Context: an optimization exercise on an open-source flow, tuned for small area, a short achievable clock period and few clock cycles per item. The choices shown serve that exercise and are no tape-out recipe.
The RTL of this run was laid out without a check of its function.
Power figures rest on the tool's default switching activity, not on a simulated workload.

==> design.v <==
package clbd_pkg;
  localparam int NUM_CORES_DEF      = 8;
  localparam int THREAD_ID_BITS_DEF = 8;
  localparam int KIND_W     = 2;
  localparam int CORE_W     = 3;
  localparam int COUNT_W    = 64;
  localparam int TID_W      = 8;
  localparam int ACTIVE_W   = 4;
  localparam int INTERVAL_W = 32;
  localparam int PCT_W      = 7;
  localparam int QUO_W      = 7;
  localparam int NUM_W      = INTERVAL_W + QUO_W;
  localparam int CFG_IDX_W  = 3;
  localparam int CFG_DATA_W = 32;
  localparam int CMD_W      = KIND_W + CORE_W + COUNT_W + TID_W + 1;
  localparam int RES_W      = 1 + 1 + CORE_W + CORE_W + 1 + TID_W;
  localparam logic [PCT_W-1:0]      PCT_FULL     = 7'd100;
  localparam logic [PCT_W-1:0]      RST_HIGH_THR = 7'd75;
  localparam logic [PCT_W-1:0]      RST_LOW_THR  = 7'd25;
  localparam logic [ACTIVE_W-1:0]   RST_ACTIVE   = 4'd8;
  localparam logic [INTERVAL_W-1:0] RST_INTERVAL = 32'd100000;
  localparam logic [KIND_W-1:0] KIND_SAMPLE = 2'd0;
  localparam logic [KIND_W-1:0] KIND_EVAL   = 2'd1;
  localparam logic [KIND_W-1:0] KIND_OFFER  = 2'd2;
  localparam logic [KIND_W-1:0] KIND_END    = 2'd3;
  localparam logic [CFG_IDX_W-1:0] REG_ENABLE   = 3'd0;
  localparam logic [CFG_IDX_W-1:0] REG_ACTIVE   = 3'd1;
  localparam logic [CFG_IDX_W-1:0] REG_INTERVAL = 3'd2;
  localparam logic [CFG_IDX_W-1:0] REG_HIGH     = 3'd3;
  localparam logic [CFG_IDX_W-1:0] REG_LOW      = 3'd4;
  localparam logic REPORT_EVAL = 1'b0;
  localparam logic REPORT_END  = 1'b1;
  typedef struct packed {
    logic                  enable;
    logic [ACTIVE_W-1:0]   active_cores;
    logic [INTERVAL_W-1:0] interval;
    logic [PCT_W-1:0]      high_thr;
    logic [PCT_W-1:0]      low_thr;
  } cfg_t;
  typedef struct packed {
    logic [KIND_W-1:0]  kind;
    logic [CORE_W-1:0]  core;
    logic [COUNT_W-1:0] value;
    logic [TID_W-1:0]   tid;
    logic               excl;
  } cmd_t;
  typedef struct packed {
    logic              report_kind;
    logic              balance_needed;
    logic [CORE_W-1:0] busy_core;
    logic [CORE_W-1:0] idle_core;
    logic              migrate;
    logic [TID_W-1:0]  chosen_thread;
  } res_t;
  typedef struct packed {
    logic                  go;
    logic [NUM_W-1:0]      num;
    logic [INTERVAL_W-1:0] den;
  } div_req_t;
  typedef struct packed {
    logic             done;
    logic [QUO_W-1:0] quo;
  } div_rsp_t;
endpackage
import clbd_pkg::*;
module core_load_balance_decider #(
  parameter int NUM_CORES      = NUM_CORES_DEF,
  parameter int THREAD_ID_BITS = THREAD_ID_BITS_DEF
) (
  input  logic                  clk,
  input  logic                  rst_n,
  input  logic                  in_push,
  output logic                  in_full,
  input  logic [KIND_W-1:0]     in_kind,
  input  logic [CORE_W-1:0]     in_core_index,
  input  logic [COUNT_W-1:0]    in_idle_count,
  input  logic [TID_W-1:0]      in_thread_id,
  input  logic [COUNT_W-1:0]    in_run_count,
  input  logic                  in_excluded,
  output logic                  out_empty,
  input  logic                  out_pop,
  output logic                  out_report_kind,
  output logic                  out_balance_needed,
  output logic [CORE_W-1:0]     out_busy_core,
  output logic [CORE_W-1:0]     out_idle_core,
  output logic                  out_migrate,
  output logic [TID_W-1:0]      out_chosen_thread,
  input  logic                  cfg_wr_en,
  input  logic [CFG_IDX_W-1:0]  cfg_index,
  input  logic [CFG_DATA_W-1:0] cfg_wdata
);
  localparam logic [7:0] REG_AT = 8'b0111_1111;
  localparam int NC = 8;
  localparam int RW = 39;
  logic                  cfg_en_r;
  logic [ACTIVE_W-1:0]   cfg_act_r;
  logic [INTERVAL_W-1:0] cfg_iv_r;
  logic [PCT_W-1:0]      cfg_hi_r;
  logic [PCT_W-1:0]      cfg_lo_r;
  always_ff @(posedge clk) begin
    if (!rst_n) begin
      cfg_en_r  <= 1'b1;
      cfg_act_r <= RST_ACTIVE;
      cfg_iv_r  <= RST_INTERVAL;
      cfg_hi_r  <= RST_HIGH_THR;
      cfg_lo_r  <= RST_LOW_THR;
    end else if (cfg_wr_en) begin
      case (cfg_index)
        REG_ENABLE:   cfg_en_r  <= cfg_wdata[0];
        REG_ACTIVE:   cfg_act_r <= cfg_wdata[ACTIVE_W-1:0];
        REG_INTERVAL: cfg_iv_r  <= cfg_wdata[INTERVAL_W-1:0];
        REG_HIGH:     cfg_hi_r  <= cfg_wdata[PCT_W-1:0];
        REG_LOW:      cfg_lo_r  <= cfg_wdata[PCT_W-1:0];
        default: begin
        end
      endcase
    end
  end
  logic               ir_v;
  logic [KIND_W-1:0]  ir_k;
  logic [CORE_W-1:0]  ir_c;
  logic [COUNT_W-1:0] ir_x;       
  logic [TID_W-1:0]   ir_t;
  logic               ir_e;
  logic               ir_nz;      
  always_ff @(posedge clk) begin
    if (!rst_n) begin
      ir_v <= 1'b0;
    end else if (!in_full) begin
      ir_v <= in_push && cfg_en_r;
    end
  end
  always_ff @(posedge clk) begin
    if (!in_full) begin
      ir_k  <= in_kind;
      ir_c  <= in_core_index;
      ir_x  <= (in_kind == KIND_SAMPLE) ? in_idle_count : in_run_count;
      ir_t  <= in_thread_id;
      ir_e  <= in_excluded;
      ir_nz <= in_run_count != '0;
    end
  end
  logic [COUNT_W-1:0] last_r [NC];
  logic [NC-1:0]      lv_r;           
  logic [PCT_W-1:0]   u_r [NC];       
  logic               win_r;          
  logic [CORE_W-1:0]  bsel_r;
  logic [CORE_W-1:0]  isel_r;
  logic               need_r;
  logic               evp_r;          
  logic               flt_r;          
  logic               endp_r;         
  logic               evrp_r;         
  logic               ov_r;           
  logic [RES_W-1:0]   od_r;
  logic               s_v [2];
  logic [CORE_W-1:0]  s_c [2];
  logic [TID_W-1:0]   s_t [2];
  logic [COUNT_W-1:0] s_r [2];
  logic is_smp, is_ev, is_off, is_end;
  logic m0, m1, off_rel, bl_ev, bl_off, go;
  assign m0      = s_v[0] && s_c[0] == ir_c;
  assign m1      = s_v[1] && s_c[1] == ir_c;
  assign off_rel = !ir_e && ir_nz && !endp_r && (evp_r || (win_r && ir_c == bsel_r));
  assign bl_ev   = ir_k == KIND_EVAL && (evp_r || endp_r || evrp_r);
  assign bl_off  = ir_k == KIND_OFFER && off_rel && s_v[0] && s_v[1] && !m0 && !m1;
  assign in_full = ir_v && (bl_ev || bl_off);
  assign go      = ir_v && !bl_ev && !bl_off;
  assign is_smp  = go && ir_k == KIND_SAMPLE;
  assign is_ev   = go && ir_k == KIND_EVAL;
  assign is_off  = go && ir_k == KIND_OFFER && off_rel;
  assign is_end  = go && ir_k == KIND_END;
  logic [COUNT_W-1:0] old_v;
  logic [31:0]        d_lo;
  logic               brw;
  logic               big;
  assign old_v = lv_r[ir_c] ? last_r[ir_c] : '0;
  assign {brw, d_lo} = {1'b0, ir_x[31:0]} - {1'b0, old_v[31:0]};
  assign big = brw ? (ir_x[63:32] != old_v[63:32] + 32'd1) : (ir_x[63:32] != old_v[63:32]);
  always_ff @(posedge clk) begin
    if (!rst_n) begin
      lv_r <= '0;
    end else if (is_smp) begin
      lv_r[ir_c] <= 1'b1;
    end
  end
  always_ff @(posedge clk) begin
    if (is_smp) begin
      last_r[ir_c] <= ir_x;
    end
  end
  logic          r1_v, r1_e, r1_big;
  logic [2:0]    r1_c;
  logic [31:0]   r1_d;
  always_ff @(posedge clk) begin
    if (!rst_n) begin
      r1_v <= 1'b0;
    end else begin
      r1_v <= is_smp || is_ev;
    end
  end
  always_ff @(posedge clk) begin
    r1_e   <= ir_k == KIND_EVAL;
    r1_c   <= ir_c;
    r1_big <= big;
    r1_d   <= d_lo;
  end
  logic          a_v [8];
  logic          a_e [8];
  logic [2:0]    a_c [8];
  logic          a_g [8];
  logic [RW-1:0] a_r [8];
  logic [6:0]    a_q [8];
  logic          b_v [8];
  logic          b_e [8];
  logic [2:0]    b_c [8];
  logic          b_g [8];
  logic [RW-1:0] b_r [8];
  logic [6:0]    b_q [8];
  assign a_v[0] = r1_v;
  assign a_e[0] = r1_e;
  assign a_c[0] = r1_c;
  assign a_g[0] = r1_big || ({1'b0, r1_d} >= {1'b0, cfg_iv_r});
  assign a_r[0] = RW'(r1_d) * RW'(100);
  assign a_q[0] = '0;
  genvar k;
  generate
    for (k = 0; k < 8; k++) begin : g_pos
      if (REG_AT[k]) begin : g_reg
        always_ff @(posedge clk) begin
          if (!rst_n) begin
            b_v[k] <= 1'b0;
          end else begin
            b_v[k] <= a_v[k];
          end
        end
        always_ff @(posedge clk) begin
          b_e[k] <= a_e[k];
          b_c[k] <= a_c[k];
          b_g[k] <= a_g[k];
          b_r[k] <= a_r[k];
          b_q[k] <= a_q[k];
        end
      end else begin : g_wire
        assign b_v[k] = a_v[k];
        assign b_e[k] = a_e[k];
        assign b_c[k] = a_c[k];
        assign b_g[k] = a_g[k];
        assign b_r[k] = a_r[k];
        assign b_q[k] = a_q[k];
      end
      if (k < 7) begin : g_step
        localparam int J = 6 - k;
        logic [32:0] hi;
        logic [33:0] t;
        logic        qb;
        logic [31:0] nh;
        assign hi = b_r[k][J+32:J];
        assign t  = {1'b0, hi} - {2'b0, cfg_iv_r};
        assign qb = !t[33];
        assign nh = qb ? t[31:0] : hi[31:0];
        if (J > 0) begin : g_low
          assign a_r[k+1] = RW'({nh, b_r[k][J-1:0]});
        end else begin : g_nolow
          assign a_r[k+1] = RW'(nh);
        end
        assign a_q[k+1] = {b_q[k][5:0], qb};
        assign a_v[k+1] = b_v[k];
        assign a_e[k+1] = b_e[k];
        assign a_c[k+1] = b_c[k];
        assign a_g[k+1] = b_g[k];
      end
    end
  endgenerate
  logic          f_smp, f_ev;
  assign f_smp = b_v[7] && !b_e[7];
  assign f_ev  = b_v[7] && b_e[7];
  always_ff @(posedge clk) begin
    if (!rst_n) begin
      for (int i = 0; i < NC; i++) begin
        u_r[i] <= PCT_FULL;
      end
    end else if (f_smp && cfg_iv_r != '0) begin
      u_r[b_c[7]] <= b_g[7] ? PCT_FULL : b_q[7];
    end
  end
  logic [3:0]       n_act;
  logic [PCT_W-1:0] bv [NC];
  logic [PCT_W-1:0] iv [NC];
  logic [2:0]       bi [NC];
  logic [2:0]       ii [NC];
  assign n_act = (cfg_act_r > 4'd8) ? 4'd8 : cfg_act_r;
  always_comb begin
    for (int i = 0; i < NC; i++) begin
      bv[i] = (4'(i) < n_act) ? u_r[i] : 7'd127;
      iv[i] = (4'(i) < n_act) ? u_r[i] : 7'd0;
      bi[i] = 3'(i);
      ii[i] = 3'(i);
    end
    for (int s = 1; s < NC; s = s * 2) begin
      for (int i = 0; i < NC; i = i + 2 * s) begin
        if (bv[i+s] < bv[i]) begin
          bv[i] = bv[i+s];
          bi[i] = bi[i+s];
        end
        if (iv[i+s] > iv[i]) begin
          iv[i] = iv[i+s];
          ii[i] = ii[i+s];
        end
      end
    end
  end
  logic             e1_v;
  logic [PCT_W-1:0] e1_bv, e1_iv;
  logic [2:0]       e1_bi, e1_ii;
  always_ff @(posedge clk) begin
    if (!rst_n) begin
      e1_v <= 1'b0;
    end else begin
      e1_v <= f_ev;
    end
  end
  always_ff @(posedge clk) begin
    e1_bv <= bv[0];
    e1_bi <= bi[0];
    e1_iv <= iv[0];
    e1_ii <= ii[0];
  end
  logic             b_ok, i_ok, need;
  logic [2:0]       bsel, isel;
  logic [PCT_W-1:0] bload, iload;
  assign b_ok  = e1_bv < PCT_FULL;
  assign i_ok  = e1_iv != 7'd0;
  assign bsel  = b_ok ? e1_bi : 3'd0;
  assign isel  = i_ok ? e1_ii : 3'd0;
  assign bload = PCT_FULL - e1_bv;
  assign iload = PCT_FULL - e1_iv;
  assign need  = b_ok && i_ok && (bsel != isel) && (bload >= cfg_hi_r) && (iload <= cfg_lo_r);
  logic out_can, push_ev, push_evr, end_ex, push_end;
  assign out_can  = !ov_r || out_pop;
  assign push_ev  = e1_v && out_can;
  assign push_evr = evrp_r && out_can;
  assign end_ex   = endp_r && !evp_r && !evrp_r && out_can;
  assign push_end = end_ex && win_r;
  always_ff @(posedge clk) begin
    if (!rst_n) begin
      win_r  <= 1'b0;
      evp_r  <= 1'b0;
      flt_r  <= 1'b0;
      endp_r <= 1'b0;
      evrp_r <= 1'b0;
      ov_r   <= 1'b0;
    end else begin
      flt_r <= e1_v;
      if (is_ev) begin
        evp_r <= 1'b1;
      end
      if (e1_v) begin
        win_r <= need;
      end
      if (flt_r) begin
        evp_r <= 1'b0;
      end
      if (e1_v && !out_can) begin
        evrp_r <= 1'b1;
      end
      if (push_evr) begin
        evrp_r <= 1'b0;
      end
      if (is_end && (evp_r || win_r)) begin
        endp_r <= 1'b1;
      end
      if (end_ex) begin
        endp_r <= 1'b0;
        win_r  <= 1'b0;
      end
      if (out_pop) begin
        ov_r <= 1'b0;
      end
      if (push_ev || push_evr || push_end) begin
        ov_r <= 1'b1;
      end
    end
  end
  always_ff @(posedge clk) begin
    if (e1_v) begin
      bsel_r <= bsel;
      isel_r <= isel;
      need_r <= need;
    end
    if (push_ev) begin
      od_r <= {REPORT_EVAL, need, bsel, isel, 1'b0, 8'd0};
    end else if (push_evr) begin
      od_r <= {REPORT_EVAL, need_r, bsel_r, isel_r, 1'b0, 8'd0};
    end else if (push_end) begin
      od_r <= {REPORT_END, 1'b1, bsel_r, isel_r, s_v[0] || s_v[1],
               s_v[0] ? s_t[0] : (s_v[1] ? s_t[1] : 8'd0)};
    end
  end
  logic upd [2];
  logic fill [2];
  assign upd[0]  = is_off && m0 && (ir_x > s_r[0]);
  assign upd[1]  = is_off && m1 && (ir_x > s_r[1]);
  assign fill[0] = is_off && !m0 && !m1 && !s_v[0];
  assign fill[1] = is_off && !m0 && !m1 && s_v[0] && !s_v[1];
  always_ff @(posedge clk) begin
    if (!rst_n) begin
      s_v[0] <= 1'b0;
      s_v[1] <= 1'b0;
    end else begin
      for (int j = 0; j < 2; j++) begin
        if (end_ex || is_ev) begin
          s_v[j] <= 1'b0;
        end else if (flt_r) begin
          s_v[j] <= (s_v[j] || fill[j]) && win_r &&
                    ((fill[j] ? ir_c : s_c[j]) == bsel_r);
        end else if (fill[j]) begin
          s_v[j] <= 1'b1;
        end
      end
    end
  end
  always_ff @(posedge clk) begin
    for (int j = 0; j < 2; j++) begin
      if (fill[j]) begin
        s_c[j] <= ir_c;
      end
      if (fill[j] || upd[j]) begin
        s_t[j] <= ir_t;
        s_r[j] <= ir_x;
      end
    end
  end
  assign out_empty = !ov_r;
  assign {out_report_kind, out_balance_needed, out_busy_core, out_idle_core,
          out_migrate, out_chosen_thread} = od_r;
endmodule
==> run.sh <==
#!/bin/bash
# synth_recipe.tcl (not shown) runs the flow's synth.tcl, then flattens the netlist and writes it again
# the make line also repeats each setting of config.mk as NAME=value (left out here)
make -C /OpenROAD-flow-scripts/flow DESIGN_CONFIG=/design/flow/config.mk WORK_HOME=/design/flow/orfs CLKGATE_MAP_FILE= SYNTH_SCRIPT=/design/flow/synth_recipe.tcl finish
==> config.mk <==
export PLATFORM = sky130hd
export DESIGN_NAME = core_load_balance_decider
export DESIGN_NICKNAME = core_load_balance_decider
export VERILOG_FILES = /design/flow/design.v
export SDC_FILE = /design/flow/constraint.sdc
export NUM_CORES = 4
export LEC_CHECK = 0
export CAP_MARGIN = 20
export CORE_MARGIN = 2
export CORE_UTILIZATION = 40
export SLEW_MARGIN = 20
==> constraint.sdc <==
create_clock -name core_clock -period 6.0 [get_ports {clk}]
set_input_delay 1.2000 -clock core_clock [delete_from_list [all_inputs] [get_ports {clk}]]
set_output_delay 1.2000 -clock core_clock [all_outputs]
set_load 0.01 [all_outputs]
==> impl_results.md <==
* Sw frac at 35.0%
* Total grt overflow at 0
* Skew-Pair Late Insertion Delay at 0.76 ns
* CTS Root Cell: clkbuf_16
* Die area at 170000 um2
* Final setup fails at 0
* Core Rows at 149
* Outcome: timing/DRC/antenna clean
* Combinational share of power at 41.3%
* Seq/Total Area, Yosys at 49.6%
* Maximum vdd drop at 0.379 mV
* Post-synth ARST share at 0%
* Number of enable flip-flop cells after synthesis at 805
* Post-route clock period utilization at 94.8%
* Cell with the most instances after synthesis: edfxtp_1
* Slew margin rel. at 27.9%
* Fraction of layout cells with a size suffix above 1 at 11.0%
* Post-Route Setup TNS at 0 ns
* # H-tree levels at 4
* CP Data Arrival Time at 6.32 ns
* Number of global-route vias before repair at 45100
* Fin crit period at 5.69 ns
* Final Instance Count excl. Fillers at 8517
* Area contributors post-synth: edfxtp_1 36%, dfxtp_1 13%, ha_1 12%, mux4_2 3.9%, nand2_1 3.1%
* Final nets at 7060
* Fmax at 176 MHz
* Worst slew pin tran at 1.08 ns
* Initial Utilization at 40.4%
* Mapped Area at 66800 um2
* Clock power frac at 25.2%
* DRC Markers at 0
* Initial antenna violation count at 2
* Avg Inst Size Synth at 11.3 um2
* I/O Pins at 201
* Synth warn at 29
* Total CTS buffers at 142
* Die width at 413 um
* Synthesized Nets at 6737
* Cells after DPL at 8255
* WP data required at 6.64 ns
* Clk slew on worst S/H paths at 0.06 ns
* IO Port Bufs at 200
* Worst Skew at 0.0327 ns
* All-Layer GR Usage at 19.0%
* Commonest register cell after synthesis: edfxtp_1
* Syn Inst Count at 5896
* Total detailed-routing wirelength at 162 mm
* Top-area cell type share of the netlist area at 36.2%
* CP Launch Type: flip-flop
* Final Max Tran Viols at 0
* Netlist cell types at 97
* Diodes inserted at 0
* Sink Count at 1253
* Largest net degree at the start of global routing at 83
* P per Cell Area at 441 nW/um2
* Global-route wire length before repair at 254 mm
* CP cell instances: a21o_1 -> a21oi_2 -> nor2_1 -> ha_1 -> a2111o_1 -> o221ai_1 -> a21oi_4 -> o21ai_1 -> ha_1 -> a21o_1 -> a21o_1 -> a21oi_1 -> nand2_1 -> o21ai_0 -> buf_4 -> o21ai_0 -> ha_1 -> a21oi_1 -> nor2b_1 -> a2111oi_0 -> o31a_1 -> buf_4 -> mux2_2
* Drt initial violations at 3056
* Post-route ant nets at 0
* Most instantiated cells after synthesis: 805 x edfxtp_1, 625 x ha_1, 555 x nand2_1
* Flop pwr share at 33.6%
* Routed WL per cell at 19.0 um
* NetSw at 11.9 mW
* Lkg Pwr at 30.2 nW
* CP max stage cell: a2111oi_0
* Via count of the routed design at 45200
* Slowest stage delay, CP at 0.44 ns
* HP Class: reg2reg
* Endpoint type of the worst setup path: flip-flop
* Critical path type: reg2reg
* Vias/cell at 5.31
* Crit-path leading delay family: compound AO/OA/AOI/OAI gates
* Die Ht at 413 um
* Core area at 165000 um2
* Top fanout value on the critical path at 10
* Hold Fails Final Rpt at 0
* RePlAce Congestion at 0.885
* Final HPWL DP at 117 mm
* CTS tree: built
* Clk buf depth at 3
* RSZ-0062 raised after global routing: yes
* CP Buf/Inv Count at 2
* Dominant cell type by area after synthesis: edfxtp_1
* Synth Register Bits at 1253
* Area growth from synthesis to layout at 14.9%
* Internal Power at 22.0 mW
* Drt pass-1 iters at 6
* Max Cap Violations at 0
[routing by layer]
metal | GRT usage [%] | share of wire [%] | vias up
met3 | 2.46 | 3.7 | 232
met1 | 25.0 | 45 | 21900
li1 | - | - | 22200
met5 | 0 | 0 | -
met4 | 5.07 | 2.3 | 0
met2 | 32.8 | 48 | 892
[worst reg2reg max path, cell delays in order, from the launching register on]
cell and delay (ns):
dfxtp_2 0.38, a21o_1 0.22, a21oi_2 0.24, nor2_1 0.10
ha_1 0.30, a2111o_1 0.40, o221ai_1 0.28, a21oi_4 0.15
o21ai_1 0.25, ha_1 0.29, a21o_1 0.18, a21o_1 0.16
a21oi_1 0.24, nand2_1 0.07, o21ai_0 0.23, buf_4 0.21
o21ai_0 0.17, ha_1 0.35, a21oi_1 0.16, nor2b_1 0.06
a2111oi_0 0.44, o31a_1 0.21, buf_4 0.15, mux2_2 0.33
[cell usage in the layout (no fill, tap or decap), types with 16 or more instances in the layout]
master and n:
inv_1 454, o211ai_1 33, o21a_1 85, and3_1 20, a21o_1 163, nand4_1 79
and2_1 27, a31oi_1 30, buf_4 117, a21boi_0 45, clkinv_2 20, xor2_1 102
nor2b_1 94, a21oi_1 352, edfxtp_1 805, o31a_1 23, or3_1 21, nor3_1 66
o21ai_0 306, clkdlybuf4s50_1 199, o22ai_1 16, clkbuf_16 147, clkbuf_1 36, xnor2_1 163
ha_1 625, nand2_1 554, nand3_1 67, dfxtp_1 441, fa_1 34, mux2i_1 54
o31ai_1 30, nor4_1 40, a211oi_1 26, nand2b_1 92, nor2_1 348, mux2_2 160
o21bai_1 27, mux4_2 115
[flip-flops by register name, indices dropped and copies added (netlist names), 7 cells and up, named ones only]
name	count
r1_d	32
cfg_iv_r	32
cfg_lo_r	7
u_r	56
od_r	17
s_t	16
s_r	128
ir_t	8
g_pos.g_step.hi	33
b_e	7
ir_x	64
lv_r	8
cfg_hi_r	7
b_c	21
b_q	21
e1_iv	7
b_r	200
e1_bv	7
b_g	7
last_r	512
b_v	7
[power by group through the flow]
stage	sequential, mW	combinational, mW	clock (mW)
2_1_floorplan	11.2	11.1	0
3_3_place_gp	11.5	13.6	0
3_5_place_dp	11.5	13.8	0
4_1_cts	11.4	14.0	8.73
5_1_grt	11.5	16.0	9.06
6_report	11.4	14.0	8.53
[path summary, 6_finish.rpt]
| check | startpoint | to | slack [ns] | cells past startpoint |
|---|---|---|---|---|
| worst max register to register | cfg_act_r[2] | e1_bv[4] | 0.31 | 23 |
| worst min register to register | b_q[4][2] | b_q[5][3] | 0.32 | 0 |
| worst min-delay path | b_q[4][2] | b_q[5][3] | 0.32 | 0 |
| worst max-delay path | cfg_act_r[2] | e1_bv[4] | 0.31 | 23 |
[through the flow]
stage | setup slack, ns | hold slack, ns | instance area, um2 | utilization [%] | power [mW]
after detailed placement | 0.0281 | 0.312 | 72000 | 43.6 | 25.4
after global routing | -0.0176 | 0.327 | 76700 | 46.4 | 36.5
after floorplan | 0.0161 | 0.310 | 66800 | - | 22.3
final | 0.311 | 0.316 | 76700 | 46.4 | 33.9
after global placement | 0.0686 | 0.310 | 72000 | 43.5 | 25.1
after CTS | 0.147 | 0.323 | 76600 | 46.4 | 34.1
[final cells by class]
cell class	count	area, um2
fill	15000	88600
clock buffer	196	3990
sequential	1253	33200
timing repair buffer	329	3120
tap	2189	2740
multi-input combinational	4034	31400
clock inverter	57	608
inverter	459	1720
[kinds of logic after synthesis]
kind of cell / after synthesis / share of synthesized area (%)
xor+xnor: 265 / 3.48
flops: 1253 / 49.6
fa+ha+maj: 659 / 12.7
buf+inv: 609 / 3.64
compound gates: 1270 / 12.0
mux: 341 / 7.86
simple gates: 1499 / 10.6
[timing repair]
item | in CTS | in global routing
buffers inserted | 3 | 6
resized for setup | 0 | 17
setup endpoints to repair | 7 | 20
pin swaps | 1 | 1
hold buffers | 0 | 0

-- port drivers added, routing unchanged --
The flow's constraints put no driver on any port. The routed layout listed below was extracted and timed again, unchanged, in two steps.
Step 1 sets driving cells, clkbuf_16 on the clock port and buf_2 on the other inputs (assumed; they add their load-dependent delay and slew).
Step 2 moves the port delays by t, midway between the first and last clock arrival at a register: inputs arrive t later, outputs are due t later. That takes back most of the time a late clock gives input paths.
Three values: ideal, step 1, step 2; two values: the first two.
shift t [ns]: 0.828
slack for setup (ns): 0.311 / 0.311 / 0.311
worst hold slack (ns): 0.316 / 0.316 / 0.316
worst setup path at the end: register to register
After both steps setup and hold are still met in this run. The setup slack of this run moves by 0.000 ns with the drivers and by 0.000 ns with both steps.
